This is an optimization exercise on Yosys and OpenROAD, whose aim is small area, a short achievable clock period and few clock cycles per item, not a production implementation. The RTL was checked by simulation tests, not by an equivalence proof against the original design. No activity file was given, so power comes from the tool's default toggle rates.

==> inputs of run a <==
==> flow/design.v <==
`timescale 1ns / 1ps
package cc20_pkg;
    typedef logic [31:0] word_t;
    localparam int CFG_W     = 64;
    localparam int CFG_IDX_W = 3;
    localparam logic [CFG_IDX_W-1:0] CFG_KEY0      = 3'd0;
    localparam logic [CFG_IDX_W-1:0] CFG_KEY1      = 3'd1;
    localparam logic [CFG_IDX_W-1:0] CFG_KEY2      = 3'd2;
    localparam logic [CFG_IDX_W-1:0] CFG_KEY3      = 3'd3;
    localparam logic [CFG_IDX_W-1:0] CFG_NONCE     = 3'd4;
    localparam logic [CFG_IDX_W-1:0] CFG_START_CNT = 3'd5;
    localparam word_t SIGMA0 = 32'h61707865;
    localparam word_t SIGMA1 = 32'h3320646e;
    localparam word_t SIGMA2 = 32'h79622d32;
    localparam word_t SIGMA3 = 32'h6b206574;
    localparam logic [127:0] SIGMA = {SIGMA3, SIGMA2, SIGMA1, SIGMA0};
    typedef struct packed {
        logic [7:0] data_in;
        logic       last_in;
    } plain_t;
    typedef struct packed {
        logic [7:0] data_out;
        logic       last_out;
        logic       counter_wrapped;
    } crypt_t;
endpackage
`timescale 1ns / 1ps
module cc20_qr_unit (
    input  cc20_pkg::word_t x,
    input  cc20_pkg::word_t y,
    input  cc20_pkg::word_t z,
    output cc20_pkg::word_t sum,
    output cc20_pkg::word_t mixed
);
    cc20_pkg::word_t g [6];
    cc20_pkg::word_t p [6];
    cc20_pkg::word_t carry;
    assign g[0] = x & y;
    assign p[0] = x ^ y;
    for (genvar l = 0; l < 5; l++)
    begin : g_level
        for (genvar i = 0; i < 32; i++)
        begin : g_bit
            if (i >= (1 << l))
            begin : g_join
                assign g[l + 1][i] = g[l][i] | (p[l][i] & g[l][i - (1 << l)]);
                assign p[l + 1][i] = p[l][i] & p[l][i - (1 << l)];
            end
            else
            begin : g_pass
                assign g[l + 1][i] = g[l][i];
                assign p[l + 1][i] = p[l][i];
            end
        end
    end
    assign carry = {g[5][30:0], 1'b0};
    assign sum   = p[0] ^ carry;
    assign mixed = (z ^ p[0]) ^ carry;
endmodule
`timescale 1ns / 1ps
module cc20_core (
    input  logic                  clk,
    input  logic                  load,       
    input  logic [3:0]            load_b,     
    input  logic [3:0]            load_c,     
    input  logic [3:0]            load_d,
    input  logic [3:0]            rot,        
    input  logic                  x_keep,     
    input  logic                  x_swap,     
    input  logic [127:0]          init_a,
    input  logic [127:0]          init_b,
    input  logic [127:0]          init_c,
    input  logic [127:0]          init_d,
    output logic [127:0]          row_a,
    output logic [127:0]          row_b,
    output logic [127:0]          row_c,
    output logic [127:0]          row_d
);
    cc20_pkg::word_t x [4];
    cc20_pkg::word_t y [4];
    cc20_pkg::word_t z [4];
    cc20_pkg::word_t w [4];
    cc20_pkg::word_t s [4];
    cc20_pkg::word_t m [4];
    logic step;
    logic last;
    assign step = !load;
    assign last = rot[3];
    for (genvar i = 0; i < 4; i++)
    begin : g_lane
        cc20_qr_unit u_lane (
            .x     (x[i]),
            .y     (y[i]),
            .z     (z[i]),
            .sum   (s[i]),
            .mixed (m[i])
        );
        always_ff @(posedge clk)
        begin
            x[i] <= ({32{x_keep}} & w[i])
                  | ({32{x_swap}} & w[(i + 2) % 4])
                  | ({32{load}}   & init_a[32*i +: 32]);
            y[i] <= ({32{rot[0]}} & {m[i][15:0], m[i][31:16]})
                  | ({32{rot[1]}} & {m[i][19:0], m[i][31:20]})
                  | ({32{rot[2]}} & {m[i][23:0], m[i][31:24]})
                  | ({32{rot[3]}} & {m[(i + 1) % 4][24:0], m[(i + 1) % 4][31:25]})
                  | ({32{load_b[i]}} & init_b[32*i +: 32]);
            z[i] <= ({32{step && !last}} & y[i])
                  | ({32{last}}          & y[(i + 3) % 4])
                  | ({32{load_d[i]}}     & init_d[32*i +: 32]);
            w[i] <= ({32{step}} & s[i])
                  | ({32{load_c[i]}} & init_c[32*i +: 32]);
        end
        assign row_a[32*i +: 32] = x[i];
        assign row_b[32*i +: 32] = y[i];
        assign row_c[32*i +: 32] = w[i];
        assign row_d[32*i +: 32] = z[i];
    end
endmodule
`timescale 1ns / 1ps
module chacha20_stream_cipher #(
    parameter int DOUBLE_ROUNDS = 10
) (
    input  logic                                clk,
    input  logic                                rst_n,
    input  logic                                cfg_write,
    input  logic [2:0]                          cfg_index,
    input  logic [63:0]                         cfg_data,
    input  logic                                plain_valid,
    output logic                                plain_stall,
    input  logic [8:0]                          plain,
    output logic                                crypt_valid,
    input  logic                                crypt_stall,
    output logic [9:0]                          crypt
);
    localparam int NSTEP = 8 * DOUBLE_ROUNDS;
    localparam int ST_W  = $clog2(NSTEP);
    localparam int OFF   = (2 * DOUBLE_ROUNDS) % 4;
    cc20_pkg::plain_t plain_w;
    cc20_pkg::crypt_t res;
    assign plain_w = plain;
    logic [63:0] key_reg [4];
    logic [63:0] nonce_reg;
    logic [63:0] start_cnt_reg;
    logic [5:0]  cfg_ok;
    always_ff @(posedge clk)
    begin
        if (cfg_write)
        begin
            case (cfg_index)
                cc20_pkg::CFG_KEY0:      key_reg[0]    <= cfg_data;
                cc20_pkg::CFG_KEY1:      key_reg[1]    <= cfg_data;
                cc20_pkg::CFG_KEY2:      key_reg[2]    <= cfg_data;
                cc20_pkg::CFG_KEY3:      key_reg[3]    <= cfg_data;
                cc20_pkg::CFG_NONCE:     nonce_reg     <= cfg_data;
                cc20_pkg::CFG_START_CNT: start_cnt_reg <= cfg_data;
                default: ;
            endcase
        end
    end
    always_ff @(posedge clk or negedge rst_n)
    begin
        if (!rst_n)
        begin
            cfg_ok <= 6'd0;
        end
        else if (cfg_write && cfg_index < 3'd6)
        begin
            cfg_ok[cfg_index] <= 1'b1;
        end
    end
    logic [255:0] key_all;
    assign key_all = {key_reg[3], key_reg[2], key_reg[1], key_reg[0]};
    typedef enum logic [1:0] {
        G_RUN,
        G_DONE,
        G_WAIT
    } gen_state_t;
    gen_state_t      g_state;
    logic [ST_W-1:0] g_step;
    logic            gen_load;      
    logic [3:0]      rot_oh;        
    logic            x_keep;
    logic            x_swap;
    logic            transfer;      
    logic            restart_pend;
    logic            bv;            
    logic [6:0]      pos;           
    logic [5:0]      rd;            
    logic [7:0]      rb_reg;        
    logic [7:0]      ib_reg;        
    logic [7:0]      ks_reg;        
    logic            co_reg;        
    logic            wrap_reg;
    logic            bwrap;         
    logic            stall_reg;
    logic            v0, v1;
    cc20_pkg::crypt_t q0, q1;
    logic [63:0]     gen_cnt;       
    logic [511:0]    buf_reg;
    logic            restart;
    logic            accept;
    logic            take;
    logic            clear_evt;
    logic [63:0]     gen_cnt_next;
    logic            brw_reg;       
    assign restart   = restart_pend;
    assign accept    = plain_valid && !stall_reg;
    assign take      = v0 && !crypt_stall;
    assign clear_evt = cfg_write || (accept && plain_w.last_in);
    assign gen_cnt_next = restart ? (cfg_ok[5] ? start_cnt_reg : 64'd0) : (transfer ? gen_cnt + 64'd1 : gen_cnt);
    logic [127:0] row_a, row_b, row_c, row_d;
    cc20_core u_core (
        .clk    (clk),
        .load   (gen_load),
        .load_b ({{2{gen_load && cfg_ok[1]}}, {2{gen_load && cfg_ok[0]}}}),
        .load_c ({{2{gen_load && cfg_ok[3]}}, {2{gen_load && cfg_ok[2]}}}),
        .load_d ({{2{gen_load && cfg_ok[4]}}, {2{gen_load}}}),
        .rot    (rot_oh),
        .x_keep (x_keep),
        .x_swap (x_swap),
        .init_a (cc20_pkg::SIGMA),
        .init_b (key_all[127:0]),
        .init_c (key_all[255:128]),
        .init_d ({nonce_reg, gen_cnt_next}),
        .row_a  (row_a),
        .row_b  (row_b),
        .row_c  (row_c),
        .row_d  (row_d)
    );
    logic [511:0] gen_words;
    always_comb
    begin
        for (int c = 0; c < 4; c++)
        begin
            gen_words[32*(c + 0)  +: 32] = row_a[32*((c + 4 - OFF) % 4) +: 32];
            gen_words[32*(c + 4)  +: 32] = row_b[32*((c + 4 - OFF) % 4) +: 32];
            gen_words[32*(c + 8)  +: 32] = row_c[32*((c + 4 - OFF) % 4) +: 32];
            gen_words[32*(c + 12) +: 32] = row_d[32*((c + 4 - OFF) % 4) +: 32];
        end
    end
    always_ff @(posedge clk)
    begin
        gen_cnt <= gen_cnt_next;
        if (transfer)
        begin
            buf_reg <= gen_words;
            bwrap   <= &gen_cnt;
        end
    end
    logic [511:0] buf_init;
    logic [7:0]   cnt_byte;
    logic         cnt_zero;
    assign buf_init = {nonce_reg, gen_cnt, key_all, cc20_pkg::SIGMA};
    logic         byte_ok;
    assign cnt_byte = buf_init[8*rd +: 8];
    assign cnt_zero = (cnt_byte == 8'd0);
    always_comb
    begin
        unique case (rd[5:3])
            3'd2:    byte_ok = cfg_ok[0];
            3'd3:    byte_ok = cfg_ok[1];
            3'd4:    byte_ok = cfg_ok[2];
            3'd5:    byte_ok = cfg_ok[3];
            3'd7:    byte_ok = cfg_ok[4];
            default: byte_ok = 1'b1;
        endcase
    end
    logic [8:0] ks_sum;
    logic [8:0] ks_first;
    logic       ks_cin;
    assign ks_cin   = (pos[1:0] != 2'd3) && co_reg;
    assign ks_sum   = {1'b0, rb_reg} + {1'b0, ib_reg} + {8'd0, ks_cin};
    assign ks_first = {1'b0, gen_words[7:0]} + {1'b0, cc20_pkg::SIGMA0[7:0]};
    always_ff @(posedge clk)
    begin
        if (transfer)
        begin
            {co_reg, ks_reg} <= ks_first;
            rb_reg           <= gen_words[15:8];
            ib_reg           <= cc20_pkg::SIGMA0[15:8];
            brw_reg          <= 1'b1;
        end
        else if (accept)
        begin
            {co_reg, ks_reg} <= ks_sum;
            rb_reg           <= buf_reg[8*rd +: 8];
            if (rd[5:3] == 3'd6)
            begin
                ib_reg  <= cnt_byte - {7'd0, brw_reg};
                brw_reg <= brw_reg && cnt_zero;
            end
            else
            begin
                ib_reg  <= cnt_byte & {8{byte_ok}};
                brw_reg <= 1'b1;
            end
        end
    end
    gen_state_t      state_next;
    logic [ST_W-1:0] step_next;
    logic            bv_next;
    logic [6:0]      pos_next;
    logic            buf_free;
    logic            buf_free_next;
    logic            load_next;
    logic            v0_next, v1_next;
    assign buf_free = !bv || pos[6];
    always_comb
    begin
        state_next = g_state;
        step_next  = '0;
        if (restart)
        begin
            state_next = G_RUN;
        end
        else
        begin
            unique case (g_state)
                G_RUN:
                begin
                    step_next = g_step + ST_W'(1);
                    if (g_step == ST_W'(NSTEP - 1))
                    begin
                        state_next = G_DONE;
                        step_next  = '0;
                    end
                end
                G_DONE:
                begin
                    state_next = transfer ? G_RUN : G_WAIT;
                end
                default:
                begin
                    state_next = buf_free ? G_RUN : G_WAIT;
                end
            endcase
        end
        load_next = clear_evt || (state_next != G_RUN);
        bv_next  = bv;
        pos_next = pos;
        if (transfer)
        begin
            bv_next  = 1'b1;
            pos_next = 7'd0;
        end
        if (accept)
        begin
            pos_next = pos + 7'd1;
        end
        if (clear_evt)
        begin
            bv_next = 1'b0;
        end
        buf_free_next = !bv_next || pos_next[6];
        v0_next = v0;
        v1_next = v1;
        if (take)
        begin
            v0_next = v1 || accept;
            v1_next = v1 && accept;
        end
        else if (accept)
        begin
            v0_next = 1'b1;
            v1_next = v0;
        end
    end
    assign res.data_out        = plain_w.data_in ^ ks_reg;
    assign res.last_out        = plain_w.last_in;
    assign res.counter_wrapped = wrap_reg || bwrap;
    always_ff @(posedge clk or negedge rst_n)
    begin
        if (!rst_n)
        begin
            g_state      <= G_WAIT;
            g_step       <= '0;
            gen_load     <= 1'b1;
            rot_oh       <= 4'b0000;
            x_keep       <= 1'b0;
            x_swap       <= 1'b0;
            transfer     <= 1'b0;
            restart_pend <= 1'b1;
            bv           <= 1'b0;
            pos          <= 7'd64;
            rd           <= 6'd2;
            wrap_reg     <= 1'b0;
            stall_reg    <= 1'b1;
            v0           <= 1'b0;
            v1           <= 1'b0;
        end
        else
        begin
            g_state      <= state_next;
            g_step       <= step_next;
            gen_load     <= load_next;
            rot_oh       <= load_next ? 4'b0000 : (4'b0001 << step_next[1:0]);
            x_swap       <= !load_next && step_next[2] && (step_next[1:0] == 2'd3 || step_next[1:0] == 2'd0);
            x_keep       <= !load_next && !(step_next[2] && (step_next[1:0] == 2'd3 || step_next[1:0] == 2'd0));
            transfer     <= !clear_evt && (state_next == G_DONE) && buf_free_next;
            restart_pend <= clear_evt;
            bv           <= bv_next;
            pos          <= pos_next;
            if (transfer)
            begin
                rd <= 6'd2;
            end
            else if (accept)
            begin
                rd <= rd + 6'd1;
            end
            if (accept && bwrap)
            begin
                wrap_reg <= 1'b1;
            end
            stall_reg    <= !bv_next || pos_next[6] || v1_next;
            v0           <= v0_next;
            v1           <= v1_next;
        end
    end
    always_ff @(posedge clk)
    begin
        if ((take && v1) || (accept && (!v0 || take)))
        begin
            q0 <= (take && v1) ? q1 : res;
        end
        if (accept && ((v0 && !take) || (v1 && take)))
        begin
            q1 <= res;
        end
    end
    assign plain_stall = stall_reg;
    assign crypt_valid = v0;
    assign crypt       = q0;
endmodule
==> flow/run.sh <==
#!/bin/bash
# synth_recipe.tcl (not shown) runs the flow's synth.tcl, then flattens the netlist and writes it again
# the make line also repeats each setting of config.mk as NAME=value (left out here)
make -C /OpenROAD-flow-scripts/flow DESIGN_CONFIG=/design/flow/config.mk WORK_HOME=/design/flow/orfs CLKGATE_MAP_FILE= SYNTH_SCRIPT=/design/flow/synth_recipe.tcl finish
==> flow/config.mk <==
export PLATFORM = sky130hd
export DESIGN_NAME = chacha20_stream_cipher
export DESIGN_NICKNAME = chacha20_stream_cipher
export VERILOG_FILES = /design/flow/design.v
export SDC_FILE = /design/flow/constraint.sdc
export NUM_CORES = 4
export LEC_CHECK = 0
export CAP_MARGIN = 40
export CORE_MARGIN = 2
export CORE_UTILIZATION = 50
export CTS_CLUSTER_DIAMETER = 80
export CTS_CLUSTER_SIZE = 25
export SETUP_SLACK_MARGIN = 4.5
export SLEW_MARGIN = 30
==> flow/constraint.sdc <==
create_clock -name core_clock -period 8.0 [get_ports {clk}]
set_input_delay 1.6000 -clock core_clock [delete_from_list [all_inputs] [get_ports {clk}]]
set_output_delay 1.6000 -clock core_clock [all_outputs]
set_load 0.01 [all_outputs]
==> run b (differences from run a) <==
--- a/flow/design.v
+++ b/flow/design.v
@@ -32,38 +32,13 @@
     output cc20_pkg::word_t sum,
     output cc20_pkg::word_t mixed
 );
-    cc20_pkg::word_t g [6];
-    cc20_pkg::word_t p [6];
-    cc20_pkg::word_t carry;
-    assign g[0] = x & y;
-    assign p[0] = x ^ y;
-    for (genvar l = 0; l < 5; l++)
-    begin : g_level
-        for (genvar i = 0; i < 32; i++)
-        begin : g_bit
-            if (i >= (1 << l))
-            begin : g_join
-                assign g[l + 1][i] = g[l][i] | (p[l][i] & g[l][i - (1 << l)]);
-                assign p[l + 1][i] = p[l][i] & p[l][i - (1 << l)];
-            end
-            else
-            begin : g_pass
-                assign g[l + 1][i] = g[l][i];
-                assign p[l + 1][i] = p[l][i];
-            end
-        end
-    end
-    assign carry = {g[5][30:0], 1'b0};
-    assign sum   = p[0] ^ carry;
-    assign mixed = (z ^ p[0]) ^ carry;
+    assign sum   = x + y;
+    assign mixed = z ^ sum;
 endmodule
 `timescale 1ns / 1ps
 module cc20_core (
     input  logic                  clk,
     input  logic                  load,       
-    input  logic [3:0]            load_b,     
-    input  logic [3:0]            load_c,     
-    input  logic [3:0]            load_d,
     input  logic [3:0]            rot,        
     input  logic                  x_keep,     
     input  logic                  x_swap,     
@@ -104,12 +79,12 @@
                   | ({32{rot[1]}} & {m[i][19:0], m[i][31:20]})
                   | ({32{rot[2]}} & {m[i][23:0], m[i][31:24]})
                   | ({32{rot[3]}} & {m[(i + 1) % 4][24:0], m[(i + 1) % 4][31:25]})
-                  | ({32{load_b[i]}} & init_b[32*i +: 32]);
+                  | ({32{load}}   & init_b[32*i +: 32]);
             z[i] <= ({32{step && !last}} & y[i])
                   | ({32{last}}          & y[(i + 3) % 4])
-                  | ({32{load_d[i]}}     & init_d[32*i +: 32]);
+                  | ({32{load}}          & init_d[32*i +: 32]);
             w[i] <= ({32{step}} & s[i])
-                  | ({32{load_c[i]}} & init_c[32*i +: 32]);
+                  | ({32{load}} & init_c[32*i +: 32]);
         end
         assign row_a[32*i +: 32] = x[i];
         assign row_b[32*i +: 32] = y[i];
@@ -142,10 +117,18 @@
     logic [63:0] key_reg [4];
     logic [63:0] nonce_reg;
     logic [63:0] start_cnt_reg;
-    logic [5:0]  cfg_ok;
-    always_ff @(posedge clk)
+    always_ff @(posedge clk or negedge rst_n)
     begin
-        if (cfg_write)
+        if (!rst_n)
+        begin
+            for (int i = 0; i < 4; i++)
+            begin
+                key_reg[i] <= 64'd0;
+            end
+            nonce_reg     <= 64'd0;
+            start_cnt_reg <= 64'd0;
+        end
+        else if (cfg_write)
         begin
             case (cfg_index)
                 cc20_pkg::CFG_KEY0:      key_reg[0]    <= cfg_data;
@@ -158,17 +141,6 @@
             endcase
         end
     end
-    always_ff @(posedge clk or negedge rst_n)
-    begin
-        if (!rst_n)
-        begin
-            cfg_ok <= 6'd0;
-        end
-        else if (cfg_write && cfg_index < 3'd6)
-        begin
-            cfg_ok[cfg_index] <= 1'b1;
-        end
-    end
     logic [255:0] key_all;
     assign key_all = {key_reg[3], key_reg[2], key_reg[1], key_reg[0]};
     typedef enum logic [1:0] {
@@ -203,19 +175,17 @@
     logic            take;
     logic            clear_evt;
     logic [63:0]     gen_cnt_next;
-    logic            brw_reg;       
+    logic [63:0]     buf_cnt;
     assign restart   = restart_pend;
     assign accept    = plain_valid && !stall_reg;
     assign take      = v0 && !crypt_stall;
     assign clear_evt = cfg_write || (accept && plain_w.last_in);
-    assign gen_cnt_next = restart ? (cfg_ok[5] ? start_cnt_reg : 64'd0) : (transfer ? gen_cnt + 64'd1 : gen_cnt);
+    assign gen_cnt_next = restart ? start_cnt_reg : (transfer ? gen_cnt + 64'd1 : gen_cnt);
+    assign buf_cnt      = gen_cnt - 64'd1;
     logic [127:0] row_a, row_b, row_c, row_d;
     cc20_core u_core (
         .clk    (clk),
         .load   (gen_load),
-        .load_b ({{2{gen_load && cfg_ok[1]}}, {2{gen_load && cfg_ok[0]}}}),
-        .load_c ({{2{gen_load && cfg_ok[3]}}, {2{gen_load && cfg_ok[2]}}}),
-        .load_d ({{2{gen_load && cfg_ok[4]}}, {2{gen_load}}}),
         .rot    (rot_oh),
         .x_keep (x_keep),
         .x_swap (x_swap),
@@ -249,23 +219,7 @@
         end
     end
     logic [511:0] buf_init;
-    logic [7:0]   cnt_byte;
-    logic         cnt_zero;
-    assign buf_init = {nonce_reg, gen_cnt, key_all, cc20_pkg::SIGMA};
-    logic         byte_ok;
-    assign cnt_byte = buf_init[8*rd +: 8];
-    assign cnt_zero = (cnt_byte == 8'd0);
-    always_comb
-    begin
-        unique case (rd[5:3])
-            3'd2:    byte_ok = cfg_ok[0];
-            3'd3:    byte_ok = cfg_ok[1];
-            3'd4:    byte_ok = cfg_ok[2];
-            3'd5:    byte_ok = cfg_ok[3];
-            3'd7:    byte_ok = cfg_ok[4];
-            default: byte_ok = 1'b1;
-        endcase
-    end
+    assign buf_init = {nonce_reg, buf_cnt, key_all, cc20_pkg::SIGMA};
     logic [8:0] ks_sum;
     logic [8:0] ks_first;
     logic       ks_cin;
@@ -279,22 +233,12 @@
             {co_reg, ks_reg} <= ks_first;
             rb_reg           <= gen_words[15:8];
             ib_reg           <= cc20_pkg::SIGMA0[15:8];
-            brw_reg          <= 1'b1;
         end
         else if (accept)
         begin
             {co_reg, ks_reg} <= ks_sum;
             rb_reg           <= buf_reg[8*rd +: 8];
-            if (rd[5:3] == 3'd6)
-            begin
-                ib_reg  <= cnt_byte - {7'd0, brw_reg};
-                brw_reg <= brw_reg && cnt_zero;
-            end
-            else
-            begin
-                ib_reg  <= cnt_byte & {8{byte_ok}};
-                brw_reg <= 1'b1;
-            end
+            ib_reg           <= buf_init[8*rd +: 8];
         end
     end
     gen_state_t      state_next;
==> flow/config.mk (replaced) <==
export PLATFORM = sky130hd
export DESIGN_NAME = chacha20_stream_cipher
export DESIGN_NICKNAME = chacha20_stream_cipher
export VERILOG_FILES = /design/flow/design.v
export SDC_FILE = /design/flow/constraint.sdc
export NUM_CORES = 4
export LEC_CHECK = 0
export CAP_MARGIN = 20
export CORE_MARGIN = 2
export CORE_UTILIZATION = 50
export SETUP_SLACK_MARGIN = 4.5
export SLEW_MARGIN = 20
==> comparison <==
Run b passed the timing, DRC and antenna checks. Run a completed without violations. Between run b and run a, the lower sequential power is in run a (gap about 4%, measured against run a). Against run a, the clock power of run b is higher by 57%. Combinational power: run a is lower than run b (about 8%). In run a the global-route usage is higher than in run b, by 0.28 points. Synthesized cell count: run b is larger than run a (about 15%). Of run a and run b, run a has the higher sequential share of layout area (gap 5.9 points). Of run b and run a, run b has the higher synthesized area (gap 4.2%, measured against run a).
==> figures <==
                                                                                         run a                    run b
Switching share of total power                                                           48.3%                    46.4%
Count of placed standard cells in the final layout, fillers left out                     7,195                    8,124
Multi-In Gates                                                                           3,153                    3,869
Run status                                                             complete, no violations  complete, no violations
Data required time of the critical path                                                8.64 ns                  8.69 ns
Pre-CTS setup slack                                                                    3.12 ns                  2.74 ns
Largest driver fanout on the critical path                                                  16                        3
Via count of the first global-routing pass                                              47,200                   53,100
Register-to-Register Path Depth                                                             11                       12
Parity-gate share of the synthesized area counting xor and xnor cells                    4.93%                    5.12%
Worst Clk Skew                                                                       0.0509 ns                0.0424 ns
Number of antenna cells inserted                                                            31                       67
Net switching power                                                                    16.3 mW                  17.9 mW
Worst hold slack after final layout                                                   0.443 ns                 0.431 ns
Detailed placer's ending HPWL                                                       255,000 um               260,000 um
Max-slew headroom                                                                        26.6%                    7.16%
Testbench counts of run a, summed over its fixed seeds: cycles 74,187, bytes 47,057.
Testbench counts of run b, summed over its fixed seeds: cycles 74,187, bytes 47,057.

-- afterwards: timing with drivers on the ports --
In the flow no input, the clock included, has a driving cell. The finished layouts below were timed again as built, in two steps. Step 1 assumes that a clkbuf_16 drives the clock port and a buf_2 every other input. Step 2, shift: input delay + t, output delay - t, t = (earliest + latest rising clock arrival at the registers) / 2. This alone moves slack from input paths to output paths. a / b / c = no drivers / after step 1 / after step 2; a / b = the first two.
| run | shift t [ns] | slack for setup (ns) | latest minus earliest clock arrival (ns) |
|---|---|---|---|
| run a | 0.814 | 4.256 / 4.256 / 3.805 | 0.061 / 0.061 |
| run b | 0.907 | 4.168 / 4.168 / 3.293 | 0.043 / 0.043 |
After both steps setup and hold are still met in every run listed. For run b, which loses most, drivers alone change the setup slack by 0.000 ns; drivers and shift together by -0.875 ns.
